From an optimization exercise on the open Yosys and OpenROAD flow, aimed at small area, a short achievable clock period and few clock cycles per item; shortcuts taken in it are not production practice. In this exercise RTL edits were held to simulation tests only and were not proved equivalent to the original.

==> design/flow/standard.sh <==
#!/bin/bash
# synth_recipe.tcl (not shown) runs the flow's synth.tcl, then flattens the netlist and writes it again
# the make line also repeats each setting of config.mk as NAME=value (left out here)
make -C /OpenROAD-flow-scripts/flow DESIGN_CONFIG=/design/flow/config.mk WORK_HOME=/design/flow/orfs CLKGATE_MAP_FILE= SYNTH_SCRIPT=/design/flow/synth_recipe.tcl "${@:-finish}"
==> design/flow/constraint.sdc <==
create_clock -name core_clock -period 14.0 [get_ports {clk}]
set_input_delay 2.8000 -clock core_clock [delete_from_list [all_inputs] [get_ports {clk}]]
set_output_delay 2.8000 -clock core_clock [all_outputs]
set_load 0.01 [all_outputs]
==> design/flow/flow/run.sh <==
#!/bin/bash
set -euo pipefail
bash standard.sh SETUP_SLACK_MARGIN=9.8 finish > make_finish.log 2>&1
==> design/flow/config.mk <==
export PLATFORM = sky130hd
export DESIGN_NAME = rgb_to_hsv_converter_top
export DESIGN_NICKNAME = rgb_to_hsv_converter_top
export VERILOG_FILES = /design/flow/design.v
export SDC_FILE = /design/flow/constraint.sdc
export NUM_CORES = 4
export LEC_CHECK = 0
export CAP_MARGIN = 20
export CORE_MARGIN = 2
export CORE_UTILIZATION = 40
export SLEW_MARGIN = 20
==> design/flow/design.v <==
module rhc_final (
  input  logic [14:0] qs,
  input  logic [11:0] qh,
  input  logic [2:0]  k,
  input  logic [7:0]  mx,
  output logic [14:0] hue,
  output logic [14:0] sat,
  output logic [14:0] bri
);
  logic [27:0] pb;
  always_comb begin
    hue  = {7'(qh[11:8]) + 7'(k) * 7'd15, qh[7:0]};
    sat  = (mx != 8'd0) ? qs : 15'd0;
    pb   = 28'(mx) * 28'd822413;
    bri  = pb[27:13];
  end
endmodule
module rhc_div_cell (
  input  logic [7:0] r,
  input  logic       b,
  input  logic [7:0] den,
  output logic [7:0] r_n,
  output logic       q
);
  logic [9:0] t;
  always_comb begin
    t   = {1'b0, r, b} - {2'b00, den};
    q   = ~t[9];
    r_n = q ? t[7:0] : {r[6:0], b};
  end
endmodule
module rhc_div4_cell (
  input  logic [7:0] r,
  input  logic [1:0] b,
  input  logic [7:0] den,
  input  logic [9:0] den3,
  output logic [7:0] r_n,
  output logic [1:0] q
);
  logic [9:0]  r4;
  logic [10:0] t1, t2, t3;
  logic c1, c2, c3;
  always_comb begin
    r4 = {r, b};
    t1 = {1'b0, r4} - {3'b000, den};
    t2 = {1'b0, r4} - {2'b00, den, 1'b0};
    t3 = {1'b0, r4} - {1'b0, den3};
    c1 = ~t1[10];
    c2 = ~t2[10];
    c3 = ~t3[10];
    q  = {c2, c3 | (c1 & ~c2)};
    if (c3)      r_n = t3[7:0];
    else if (c2) r_n = t2[7:0];
    else if (c1) r_n = t1[7:0];
    else         r_n = r4[7:0];
  end
endmodule
module rhc_front (
  input  logic [7:0] r,
  input  logic [7:0] g,
  input  logic [7:0] b,
  output logic [7:0] d,
  output logic [7:0] dh,
  output logic [7:0] mx,
  output logic [7:0] np,
  output logic [2:0] k
);
  logic [8:0] drg, dgr, dgb, dbg, dbr, drb;
  logic ge_rg, ge_rb, ge_gb, eq;
  always_comb begin
    drg = {1'b0, r} - {1'b0, g};
    dgr = {1'b0, g} - {1'b0, r};
    dgb = {1'b0, g} - {1'b0, b};
    dbg = {1'b0, b} - {1'b0, g};
    dbr = {1'b0, b} - {1'b0, r};
    drb = {1'b0, r} - {1'b0, b};
    ge_rg = ~drg[8];
    ge_rb = ~drb[8];
    ge_gb = ~dgb[8];
    eq = (r == g) && (g == b);
    if (ge_rg && ge_rb) begin         
      mx = r;
      if (ge_gb) begin d = drb[7:0]; k = 3'd0; np = dgb[7:0]; end    
      else       begin d = drg[7:0]; k = 3'd5; np = drb[7:0]; end    
    end else if (ge_gb) begin         
      mx = g;
      if (!ge_rb) begin d = dgr[7:0]; k = 3'd2; np = dbr[7:0]; end   
      else        begin d = dgb[7:0]; k = 3'd1; np = dgr[7:0]; end   
    end else begin                    
      mx = b;
      if (ge_rg) begin d = dbg[7:0]; k = 3'd4; np = drg[7:0]; end    
      else       begin d = dbr[7:0]; k = 3'd3; np = dbg[7:0]; end    
    end
    dh = {d[7:1], d[0] | eq};
  end
endmodule
module rgb_to_hsv_converter_top (
  input  logic        clk,
  input  logic        rst,
  input  logic        in_valid,
  output logic        in_stall,
  input  logic [7:0]  red,
  input  logic [7:0]  green,
  input  logic [7:0]  blue,
  output logic        out_valid,
  input  logic        out_stall,
  output logic [14:0] hue,
  output logic [14:0] saturation,
  output logic [14:0] brightness
);
  logic skid_v;
  wire  adv = ~skid_v;
  assign in_stall = skid_v;
  logic       v0;
  logic [7:0] r0, g0, b0;
  always_ff @(posedge clk) begin
    if (rst) v0 <= 1'b0;
    else if (adv) v0 <= in_valid;
    if (adv) begin r0 <= red; g0 <= green; b0 <= blue; end
  end
  wire [7:0] f1_d, f1_dh, f1_mx, f1_np; wire [2:0] f1_k;
  rhc_front f1 (.r(r0), .g(g0), .b(b0), .d(f1_d), .dh(f1_dh), .mx(f1_mx), .np(f1_np), .k(f1_k));
  logic v1;
  logic [7:0] p1_d;
  logic [0:0] p1_eq;
  logic [7:0] p1_mx;
  logic [7:0] p1_np;
  logic [2:0] p1_k;
  always_ff @(posedge clk) begin
    if (rst) v1 <= 1'b0;
    else if (adv) v1 <= v0;
    if (adv) begin
      p1_d <= f1_d;
      p1_eq <= f1_dh[0] ^ f1_d[0];
      p1_mx <= f1_mx;
      p1_np <= f1_np;
      p1_k <= f1_k;
    end
  end
  wire [14:0] f2_n = {p1_d, 6'd0} + {1'b0, p1_d, 5'd0} + {5'd0, p1_d, 2'd0};
  wire [9:0] f2_ts = {1'b0, p1_mx, 1'b0} + {2'b0, p1_mx};
  wire [7:0] f2_rs = f2_n[14:7]; wire [6:0] f2_bs = f2_n[6:0];
  wire [5:0] w3 = f2_bs[5:0];
  wire [7:0] st4_r; wire st4_q;
  rhc_div_cell st4 (.r(f2_rs), .b(f2_bs[6]), .den(p1_mx), .r_n(st4_r), .q(st4_q));
  logic v2;
  logic [7:0] p2_d;
  logic [0:0] p2_eq;
  logic [7:0] p2_np;
  logic [2:0] p2_k;
  logic [7:0] p2_rs;
  logic [5:0] p2_bs;
  logic [7:0] p2_Ds;
  logic [9:0] p2_Ts;
  logic [0:0] p2_qs;
  always_ff @(posedge clk) begin
    if (rst) v2 <= 1'b0;
    else if (adv) v2 <= v1;
    if (adv) begin
      p2_d <= p1_d;
      p2_eq <= p1_eq;
      p2_np <= p1_np;
      p2_k <= p1_k;
      p2_rs <= st4_r;
      p2_bs <= w3;
      p2_Ds <= p1_mx;
      p2_Ts <= f2_ts;
      p2_qs <= st4_q;
    end
  end
  wire [7:0] f5_dh = {p2_d[7:1], p2_d[0] | p2_eq};
  wire [11:0] f5_m = {p2_np, 4'd0} - {4'd0, p2_np};
  wire [9:0] f5_th = {1'b0, f5_dh, 1'b0} + {2'b0, f5_dh};
  wire [7:0] f5_rh = f5_m[11:4]; wire [3:0] f5_bh = f5_m[3:0];
  wire [4:0] w6 = p2_bs[4:0];
  wire [3:0] w7 = w6[3:0];
  wire [7:0] st8_r; wire [1:0] st8_q;
  rhc_div4_cell st8 (.r(p2_rs), .b({p2_bs[5], w6[4]}), .den(p2_Ds), .den3(p2_Ts), .r_n(st8_r), .q(st8_q));
  wire [2:0] w9 = {p2_qs, st8_q};
  wire [2:0] w10 = f5_bh[2:0];
  wire [1:0] w11 = w10[1:0];
  wire [7:0] st12_r; wire [1:0] st12_q;
  rhc_div4_cell st12 (.r(f5_rh), .b({f5_bh[3], w10[2]}), .den(f5_dh), .den3(f5_th), .r_n(st12_r), .q(st12_q));
  logic v3;
  logic [2:0] p3_k;
  logic [7:0] p3_rs;
  logic [3:0] p3_bs;
  logic [7:0] p3_Ds;
  logic [9:0] p3_Ts;
  logic [2:0] p3_qs;
  logic [7:0] p3_rh;
  logic [1:0] p3_bh;
  logic [7:0] p3_Dh;
  logic [9:0] p3_Th;
  logic [1:0] p3_qh;
  always_ff @(posedge clk) begin
    if (rst) v3 <= 1'b0;
    else if (adv) v3 <= v2;
    if (adv) begin
      p3_k <= p2_k;
      p3_rs <= st8_r;
      p3_bs <= w7;
      p3_Ds <= p2_Ds;
      p3_Ts <= p2_Ts;
      p3_qs <= w9;
      p3_rh <= st12_r;
      p3_bh <= w11;
      p3_Dh <= f5_dh;
      p3_Th <= f5_th;
      p3_qh <= st12_q;
    end
  end
  wire [2:0] w13 = p3_bs[2:0];
  wire [1:0] w14 = w13[1:0];
  wire [7:0] st15_r; wire [1:0] st15_q;
  rhc_div4_cell st15 (.r(p3_rs), .b({p3_bs[3], w13[2]}), .den(p3_Ds), .den3(p3_Ts), .r_n(st15_r), .q(st15_q));
  wire [4:0] w16 = {p3_qs, st15_q};
  wire [0:0] w17 = p3_bh[0:0];
  wire [7:0] st18_r; wire [1:0] st18_q;
  rhc_div4_cell st18 (.r(p3_rh), .b({p3_bh[1], w17[0]}), .den(p3_Dh), .den3(p3_Th), .r_n(st18_r), .q(st18_q));
  wire [3:0] w19 = {p3_qh, st18_q};
  logic v4;
  logic [2:0] p4_k;
  logic [7:0] p4_rs;
  logic [1:0] p4_bs;
  logic [7:0] p4_Ds;
  logic [9:0] p4_Ts;
  logic [4:0] p4_qs;
  logic [7:0] p4_rh;
  logic [7:0] p4_Dh;
  logic [9:0] p4_Th;
  logic [3:0] p4_qh;
  always_ff @(posedge clk) begin
    if (rst) v4 <= 1'b0;
    else if (adv) v4 <= v3;
    if (adv) begin
      p4_k <= p3_k;
      p4_rs <= st15_r;
      p4_bs <= w14;
      p4_Ds <= p3_Ds;
      p4_Ts <= p3_Ts;
      p4_qs <= w16;
      p4_rh <= st18_r;
      p4_Dh <= p3_Dh;
      p4_Th <= p3_Th;
      p4_qh <= w19;
    end
  end
  wire [0:0] w20 = p4_bs[0:0];
  wire [7:0] st21_r; wire [1:0] st21_q;
  rhc_div4_cell st21 (.r(p4_rs), .b({p4_bs[1], w20[0]}), .den(p4_Ds), .den3(p4_Ts), .r_n(st21_r), .q(st21_q));
  wire [6:0] w22 = {p4_qs, st21_q};
  wire [7:0] st23_r; wire [1:0] st23_q;
  rhc_div4_cell st23 (.r(p4_rh), .b({1'b0, 1'b0}), .den(p4_Dh), .den3(p4_Th), .r_n(st23_r), .q(st23_q));
  wire [5:0] w24 = {p4_qh, st23_q};
  logic v5;
  logic [2:0] p5_k;
  logic [7:0] p5_rs;
  logic [7:0] p5_Ds;
  logic [9:0] p5_Ts;
  logic [6:0] p5_qs;
  logic [7:0] p5_rh;
  logic [7:0] p5_Dh;
  logic [9:0] p5_Th;
  logic [5:0] p5_qh;
  always_ff @(posedge clk) begin
    if (rst) v5 <= 1'b0;
    else if (adv) v5 <= v4;
    if (adv) begin
      p5_k <= p4_k;
      p5_rs <= st21_r;
      p5_Ds <= p4_Ds;
      p5_Ts <= p4_Ts;
      p5_qs <= w22;
      p5_rh <= st23_r;
      p5_Dh <= p4_Dh;
      p5_Th <= p4_Th;
      p5_qh <= w24;
    end
  end
  wire [7:0] st25_r; wire [1:0] st25_q;
  rhc_div4_cell st25 (.r(p5_rs), .b({1'b0, 1'b0}), .den(p5_Ds), .den3(p5_Ts), .r_n(st25_r), .q(st25_q));
  wire [8:0] w26 = {p5_qs, st25_q};
  wire [7:0] st27_r; wire [1:0] st27_q;
  rhc_div4_cell st27 (.r(p5_rh), .b({1'b0, 1'b0}), .den(p5_Dh), .den3(p5_Th), .r_n(st27_r), .q(st27_q));
  wire [7:0] w28 = {p5_qh, st27_q};
  logic v6;
  logic [2:0] p6_k;
  logic [7:0] p6_rs;
  logic [7:0] p6_Ds;
  logic [9:0] p6_Ts;
  logic [8:0] p6_qs;
  logic [7:0] p6_rh;
  logic [7:0] p6_Dh;
  logic [9:0] p6_Th;
  logic [7:0] p6_qh;
  always_ff @(posedge clk) begin
    if (rst) v6 <= 1'b0;
    else if (adv) v6 <= v5;
    if (adv) begin
      p6_k <= p5_k;
      p6_rs <= st25_r;
      p6_Ds <= p5_Ds;
      p6_Ts <= p5_Ts;
      p6_qs <= w26;
      p6_rh <= st27_r;
      p6_Dh <= p5_Dh;
      p6_Th <= p5_Th;
      p6_qh <= w28;
    end
  end
  wire [7:0] st29_r; wire [1:0] st29_q;
  rhc_div4_cell st29 (.r(p6_rs), .b({1'b0, 1'b0}), .den(p6_Ds), .den3(p6_Ts), .r_n(st29_r), .q(st29_q));
  wire [10:0] w30 = {p6_qs, st29_q};
  wire [7:0] st31_r; wire [1:0] st31_q;
  rhc_div4_cell st31 (.r(p6_rh), .b({1'b0, 1'b0}), .den(p6_Dh), .den3(p6_Th), .r_n(st31_r), .q(st31_q));
  wire [9:0] w32 = {p6_qh, st31_q};
  logic v7;
  logic [2:0] p7_k;
  logic [7:0] p7_rs;
  logic [7:0] p7_Ds;
  logic [9:0] p7_Ts;
  logic [10:0] p7_qs;
  logic [7:0] p7_rh;
  logic [7:0] p7_Dh;
  logic [9:0] p7_Th;
  logic [9:0] p7_qh;
  always_ff @(posedge clk) begin
    if (rst) v7 <= 1'b0;
    else if (adv) v7 <= v6;
    if (adv) begin
      p7_k <= p6_k;
      p7_rs <= st29_r;
      p7_Ds <= p6_Ds;
      p7_Ts <= p6_Ts;
      p7_qs <= w30;
      p7_rh <= st31_r;
      p7_Dh <= p6_Dh;
      p7_Th <= p6_Th;
      p7_qh <= w32;
    end
  end
  wire [7:0] st33_r; wire [1:0] st33_q;
  rhc_div4_cell st33 (.r(p7_rs), .b({1'b0, 1'b0}), .den(p7_Ds), .den3(p7_Ts), .r_n(st33_r), .q(st33_q));
  wire [12:0] w34 = {p7_qs, st33_q};
  wire [7:0] st35_r; wire [1:0] st35_q;
  rhc_div4_cell st35 (.r(p7_rh), .b({1'b0, 1'b0}), .den(p7_Dh), .den3(p7_Th), .r_n(st35_r), .q(st35_q));
  wire [11:0] w36 = {p7_qh, st35_q};
  logic v8;
  logic [2:0] p8_k;
  logic [7:0] p8_rs;
  logic [7:0] p8_Ds;
  logic [9:0] p8_Ts;
  logic [12:0] p8_qs;
  logic [11:0] p8_qh;
  always_ff @(posedge clk) begin
    if (rst) v8 <= 1'b0;
    else if (adv) v8 <= v7;
    if (adv) begin
      p8_k <= p7_k;
      p8_rs <= st33_r;
      p8_Ds <= p7_Ds;
      p8_Ts <= p7_Ts;
      p8_qs <= w34;
      p8_qh <= w36;
    end
  end
  wire [7:0] st37_r; wire [1:0] st37_q;
  rhc_div4_cell st37 (.r(p8_rs), .b({1'b0, 1'b0}), .den(p8_Ds), .den3(p8_Ts), .r_n(st37_r), .q(st37_q));
  wire [14:0] w38 = {p8_qs, st37_q};
  logic v9;
  logic [2:0] p9_k;
  logic [7:0] p9_Ds;
  logic [14:0] p9_qs;
  logic [11:0] p9_qh;
  always_ff @(posedge clk) begin
    if (rst) v9 <= 1'b0;
    else if (adv) v9 <= v8;
    if (adv) begin
      p9_k <= p8_k;
      p9_Ds <= p8_Ds;
      p9_qs <= w38;
      p9_qh <= p8_qh;
    end
  end
  wire [14:0] fin39_h, fin39_s, fin39_v;
  rhc_final fin39 (.qs(p9_qs), .qh(p9_qh), .k(p9_k), .mx(p9_Ds), .hue(fin39_h), .sat(fin39_s), .bri(fin39_v));
  logic [14:0] sk_h, sk_s, sk_v;
  wire out_ready = ~out_valid | ~out_stall;
  always_ff @(posedge clk) begin
    if (rst) skid_v <= 1'b0;
    else if (out_ready) skid_v <= 1'b0;
    else if (!skid_v) skid_v <= v9;
    if (!skid_v) begin
      sk_h <= fin39_h;
      sk_s <= fin39_s;
      sk_v <= fin39_v;
    end
  end
  always_ff @(posedge clk) begin
    if (rst) out_valid <= 1'b0;
    else if (out_ready) out_valid <= skid_v | v9;
    if (out_ready) begin
      hue        <= skid_v ? sk_h : fin39_h;
      saturation <= skid_v ? sk_s : fin39_s;
      brightness <= skid_v ? sk_v : fin39_v;
    end
  end
endmodule
==> results.sh <==
export IMPL_layoutNonFillerInstCount=4888
export IMPL_die_area_um2=99000
export IMPL_clkLatencyLatePin_ps=640
export IMPL_fp_dieW_um=315
export IMPL_yosys_area_share_simple_pct=8.62
export IMPL_syn_cell_area_um2=38600
export IMPL_tightest_slew_ps=1020
export IMPL_syn_avg_cell_area_um2=11.2
export IMPL_synth_edf_count=568
export IMPL_critPathKind="flop to output pin"
export IMPL_clk_pin_slew_ps=60
export IMPL_grt_pass1_vias=25044
export IMPL_final_antenna_net_count=0
export IMPL_layout_nets=4113
export IMPL_cap_violations=0
export IMPL_crit_buf_inv=1
export IMPL_met3WireLength_um=2080
export IMPL_drc_errors=0
export IMPL_cpPeakStageDelay_ps=410
export IMPL_clock_path_buffers=3
export IMPL_pre_cts_slack_ps=9630
export IMPL_grt_setup_unrepaired="yes"
export IMPL_synthTopCellsByArea="edfxtp_1, ha_1, inv_1"
export IMPL_synthToLayoutAreaGrowth_pct=12.6
export IMPL_final_setup_tns_ps=0
export IMPL_relSlewSlack_pct=31.6
export IMPL_die_h_um=315
export IMPL_wl_met2_um=40200
export IMPL_h_tree_depth=3
export IMPL_synth_top_cell_by_area="edfxtp_1"
export IMPL_grt_pass1_wl_um=127000
export IMPL_synth_fa_ha_area_share_pct=17.8
export IMPL_grt_antenna_before_repair=0
export IMPL_dpl_hpwl_um=59000
export IMPL_cts_hold_buf=0
export IMPL_critPathLaunchType="flop"
export IMPL_arrival_ps=1340
export IMPL_synth_compound_area_share_pct=13.7
export IMPL_critPathRequiredTime_ps=11200
export IMPL_numCtsBuffers=70
export IMPL_end_kind="output pin"
export IMPL_cpLargestDelayFamily="flip-flops"
export IMPL_slew_violations=0
export IMPL_core_um2=95300
export IMPL_overflow=0
export IMPL_antenna_cells=0
export IMPL_routabilityCongestion=0.870
export IMPL_status="finished clean"
export IMPL_cts_root_buf="clkbuf_16"
export IMPL_final_common_cell="edfxtp_1"
export IMPL_layout_common_cells="edfxtp_1, ha_1, inv_1, o21ai_0, a21oi_1"
export IMPL_critPathMaxFanout=1
export IMPL_ys_types=79
export IMPL_fin_crit_sh_pct=29.6
export IMPL_min_period_ps=4140
export IMPL_cts_num_sinks=625
export IMPL_synth_top_family_by_area="adder cells"
export IMPL_grt_max_degree=191
export IMPL_fmax_ghz=0.242
export IMPL_io_pins=75
export IMPL_synth_ff_latch_count=625
export IMPL_seq_area_frac_synth_pct=47.1
export IMPL_wl_met1_um=33400
export IMPL_viasPerCell=5.08
export IMPL_finalClockSkew_ps=33.9
export IMPL_drive_above_1_share_pct=7.15
export IMPL_synth_top_area_share_pct=44.2
export IMPL_placedCellCount=4747
export IMPL_setup_slack_ps=9860
export IMPL_first_pass_iters=5
export IMPL_fillers=8843
export IMPL_routed_top_layer="met4"
export IMPL_gr_usage_all_layers_pct=15.8
export IMPL_async_flop_share_pct=0
export IMPL_hold_slack_ps=408
export IMPL_syn_inst=3455
export IMPL_synth_mux_area_share_pct=3.26
export IMPL_yosysWarnings=5
export IMPL_synthFlopType="edfxtp_1"
export IMPL_cpMaxStageDelayCell="edfxtp_1"
export IMPL_wl_per_cell_um=15.8
export IMPL_synthesis_nets=4000
export IMPL_hold_viol=0
export IMPL_worstPathCellList="dlygate4sd2_1"
export IMPL_drt_total_wl_um=77500
export IMPL_worstHoldPathType="flop to flop"
export IMPL_drt_iter0_drc=1341
export IMPL_cts_tree="done"
export IMPL_synth_xor_area_share_pct=4.88
export IMPL_placementRows=113
export IMPL_finalSetupViolCount=0
export IMPL_num_vias=24813
export IMPL_start_util_pct=40.5
export IMPL_io_buffers=74
-- layout make-up --
type / count / area, µm² / share of cell area, %
well taps: 1265 / 1580 / 3.64
repair buffers: 112 / 1030 / 2.36
multi-input cells: 2366 / 18800 / 43.2
flip-flops and latches: 625 / 18200 / 41.9
clock buffers: 88 / 1870 / 4.31
inverters: 393 / 1480 / 3.40
clock inverters: 39 / 510 / 1.17
-- metal layers --
metal | track usage (%) | vias to the layer above
met1 | 19.0 | 11720
met2 | 29.3 | 292
li1 | - | 12682
met4 | 4.64 | 0
met3 | 2.11 | 119
met5 | 0 | -
-- synthesized netlist by cell type, types with 9 or more instances --
| cell type | n |
|---|---|
| mux2_2 | 47 |
| clkbuf_1 | 53 |
| a21boi_0 | 15 |
| o21bai_1 | 29 |
| a211oi_1 | 27 |
| nand2b_1 | 61 |
| mux2i_1 | 73 |
| xor2_1 | 78 |
| nand2_1 | 201 |
| ha_1 | 465 |
| a21o_1 | 65 |
| a211o_1 | 14 |
| dfxtp_1 | 57 |
| inv_1 | 391 |
| or2_2 | 15 |
| o21a_1 | 53 |
| a22o_1 | 17 |
| a21oi_1 | 220 |
| o31ai_1 | 16 |
| xnor2_1 | 135 |
| or3_1 | 21 |
| nor3_1 | 24 |
| nand3_1 | 47 |
| nor2_1 | 198 |
| fa_1 | 52 |
| edfxtp_1 | 568 |
| a31o_2 | 9 |
| o211ai_1 | 18 |
| buf_2 | 13 |
| a31oi_1 | 29 |
| and3_1 | 11 |
| nor2b_1 | 70 |
| o21ai_0 | 221 |
-- state kept, by name (all words and copies together), names as in the netlist, 10 cells and up --
name and cells:
p7_qs 11, p9_qh 12, p8_qs 13, saturation 15, p9_qs 15, sk_s 15, hue 15, p8_qh 12
sk_h 15, p7_qh 10, sk_v 15, brightness 15
-- final timing paths --
kind	start	slack, ps	depth (start not counted)	endpoint
worst max-delay path	hue[9]	9860	1	hue[9]
worst min-delay path	p6_k[1]	410	0	p7_k[1]
worst max register to register	p9_Ds[7]	9910	13	brightness[14]
worst min register to register	p6_k[1]	410	0	p7_k[1]
-- metrics by stage --
step | utilization, % | instance area [µm²]
2_1_floorplan | - | 38600
3_3_place_gp | 42.9 | 40900
3_5_place_dp | 42.9 | 40900
4_1_cts | 45.4 | 43300
5_1_grt | 45.6 | 43500
6_report | 45.6 | 43500
-- cells by family after synthesis --
logic type                 count (synthesis)
xor gates and xnor gates                 214
AOI/OAI and AO/OA                        822
muxes                                    120
adders and majority gates                517
buffers and inverters                    464
DFF                                      625
and+or+nand+nor                          693
-- repair_timing --
item,CTS,global route
endpoints found under the setup margin,58,218
buffers inserted,6,8
pin swaps,3,18
resized for setup,59,24
Testbench counts, summed over its fixed seeds: cycles 12,066, items 12,000.

==> afterwards: timing with drivers on the ports <==
No port has a modelled driver above. Below, the same layout with a new extraction and two added sets of constraints.
Step 1 sets driving cells, clkbuf_16 on the clock port and buf_2 on the other inputs (assumed; they add their load-dependent delay and slew).
Step 2 times the ports against the registers' clock, not the clock port: input delays grow and output delays shrink by t, the midpoint of the rising clock arrivals with the driver on.
Slacks: ideal / step 1 / step 2; pairs: ideal / step 1.
t (ns): 0.679
setup WS [ns]: 9.863 / 9.801 / 9.790
cell pins on the clock port's net: 1
After both steps setup and hold are still met in this run. The setup slack of this run moves by -0.062 ns with the drivers and by -0.073 ns with both steps.
